This design comes from an exercise in tuning for small area and a short achievable clock period on the open sky130 flow, not from production work. Function was checked by simulation only, so behaviour that the tests miss may differ from the original. The clock port is modelled as an ideal driver, which makes a skipped or thinned clock tree look cheaper than it is; a real chip needs a root buffer or a tree. No activity file was given, so power comes from the tool's default toggle rates.

## build 40
==> flow/design.v (excerpt) <==
module dma_write (
    input  logic                              s_axi4l,
    input  logic                              rst,
    input  logic [8-1:0]   axi4l_awaddr,
    input  logic                              axi4l_awvalid,
    output logic                              axi4l_awready,
    input  dma_write_pkg::axi4l_data_t        axi4l_wdata,
    input  dma_write_pkg::axi4l_strb_t        axi4l_wstrb,
    input  logic                              axi4l_wvalid,
    output logic                              axi4l_wready,
    output dma_write_pkg::resp_t              axi4l_bresp,
    output logic                              axi4l_bvalid,
    input  logic                              axi4l_bready,
    input  logic [8-1:0]   axi4l_araddr,
    input  logic                              axi4l_arvalid,
    output logic                              axi4l_arready,
    output dma_write_pkg::axi4l_data_t        axi4l_rdata,
    output dma_write_pkg::resp_t              axi4l_rresp,
    output logic                              axi4l_rvalid,
    input  logic                              axi4l_rready,
    input  dma_write_pkg::data_t              axi4s_tdata,
    input  logic                              axi4s_tvalid,
    output logic                              axi4s_tready,
    output dma_write_pkg::id_t                m_awid,
  ...
clock: 3.2 ns
lec_check: 0
cap_margin: 20
core_margin: 2
core_utilization: 55
setup_slack_margin: 1.4
slew_margin: 20
standard.sh (not shown) runs the stock make flow with config.mk's settings and CLKGATE_MAP_FILE= SYNTH_SCRIPT=/design/flow/synth_recipe.tcl, a recipe that flattens the netlist after the stock synthesis.
==> flow/flow/run.sh <==
#!/bin/bash
# Own layout flow: the standard ORFS flow with these changes:
#  * plain buf_2 cells as the port buffers (buffer_ports would pick delay cells);
#  * a two-level clock tree (flow/manual_tree.tcl) in place of TritonCTS: the
#    clock port feeds 4 root clkbuf_16 beside it, each root feeds the leaf
#    clkbuf_16 of one quarter of the die, each leaf a balanced group of sinks;
#  * the clock port pinned to the middle of the left edge (flow/io.tcl).
# ORFS's scripts are copied into the work folder and cts.tcl is replaced by
# flow/cts.tcl, which differs only in calling manual_tree.tcl.
# Each tool's full output goes to a log file in this folder (make_flow.log,
# and ORFS's own per-step logs under orfs/logs).
set -euo pipefail
W=$(pwd)
rm -rf "$W/orfs_scripts"
cp -r "$FLOW_HOME/scripts" "$W/orfs_scripts"
cp "$W/flow/cts.tcl" "$W/flow/manual_tree.tcl" "$W/orfs_scripts/"
export MANUAL_CTS=1 MT_CLK_PORT=s_axi4l MT_ROOT_DEPTH=2 MT_LEAF_DEPTH=4
export MT_ROOT_BUF=sky130_fd_sc_hd__clkbuf_16 MT_LEAF_BUF=sky130_fd_sc_hd__clkbuf_16
export PRE_IO_PLACEMENT_TCL="$W/flow/io.tcl"
bash standard.sh "SCRIPTS_DIR=$W/orfs_scripts" \
  "BUFFER_PORTS_ARGS=-buffer_cell sky130_fd_sc_hd__buf_2" finish > make_flow.log 2>&1
Other scripts of this flow, unchanged in this note and not shown: flow/flow/cts.tcl, flow/flow/io.tcl, flow/flow/manual_tree.tcl
Build 40: no failed stages, no open violations at the end
Input-level comparison between build 43 and build 40:
# build 40
export LEC_CHECK = 0
export CAP_MARGIN = 20
export CORE_MARGIN = 2
export CORE_UTILIZATION = 55
export SETUP_SLACK_MARGIN = 1.4
export SLEW_MARGIN = 20
create_clock -name core_clock -period 3.2 [get_ports {s_axi4l}]
# build 43
export LEC_CHECK = 0
export CAP_MARGIN = 20
export CORE_MARGIN = 2
export CORE_UTILIZATION = 55
export SETUP_SLACK_MARGIN = 1.3
export SLEW_MARGIN = 20
create_clock -name core_clock -period 3.2 [get_ports {s_axi4l}]
Compared with build 40, build 43 improves via count.
Diff build 40 -> build 43: share of power burned in the clock network moved down; flip-flop and latch count held.
diff inputs: build 43 => build 26
# build 43
export LEC_CHECK = 0
export CAP_MARGIN = 20
export CORE_MARGIN = 2
export CORE_UTILIZATION = 55
export SETUP_SLACK_MARGIN = 1.3
export SLEW_MARGIN = 20
create_clock -name core_clock -period 3.2 [get_ports {s_axi4l}]
# build 26
export LEC_CHECK = 0
export CAP_MARGIN = 20
export CORE_MARGIN = 2
export CORE_UTILIZATION = 55
export SETUP_SLACK_MARGIN = 1.2
export SLEW_MARGIN = 20
create_clock -name core_clock -period 3.2 [get_ports {s_axi4l}]
[summary]
On final routed wirelength across all metal layers, build 26 and build 43 are basically level. The endpoint of the most critical setup path comes out i_regs.cnt_plus[6]$_SDFFE_PP0P_ in one run and m_wlast in the other, namely in build 26 and build 43 respectively. Measured against each other, build 26 and build 43 differ in violation count after the first detailed-route iteration, the higher figure coming from build 43. Fill cell instance count of the final layout essentially unchanged between build 26 and build 43. Build 26 reports a lower number of global-route vias before repair than build 43 does. Delta(combinational power, build 26 - build 43) < 0. From build 43 to build 26 the numbers moved as follows: worst setup slack shrank by 75 ps; final layout net count shows no meaningful change; final clock period utilization by the worst path increased 2.3 points.
No run of this note takes its clock network from TritonCTS; it comes from the design's own scripts or RTL.

afterwards: timing with drivers on the ports:
Ports are ideal in the flow. The routed layouts listed here were re-timed in OpenROAD.
Step 1 sets driving cells, clkbuf_16 on the clock port and buf_2 on the other inputs (assumed; they add their load-dependent delay and slew).
Step 2 times the ports against the registers' clock, not the clock port: input delays grow and output delays shrink by t, the midpoint of the rising clock arrivals with the driver on.
Slacks: ideal / step 1 / step 2; pairs: ideal / step 1.
run | t (ns) | setup WS [ns] | slew at the worst register clock pin (ns)
build 40 | 0.584 | 1.291 / 1.238 / 0.845 | 0.11 / 0.11
build 43 | 0.579 | 1.303 / 1.251 / 0.809 | 0.11 / 0.11
build 26 | 0.581 | 1.228 / 1.228 / 0.816 | 0.11 / 0.11
After both steps every run listed still meets setup and hold. For build 43, which loses most, drivers alone change the setup slack by -0.052 ns; drivers and shift together by -0.494 ns.
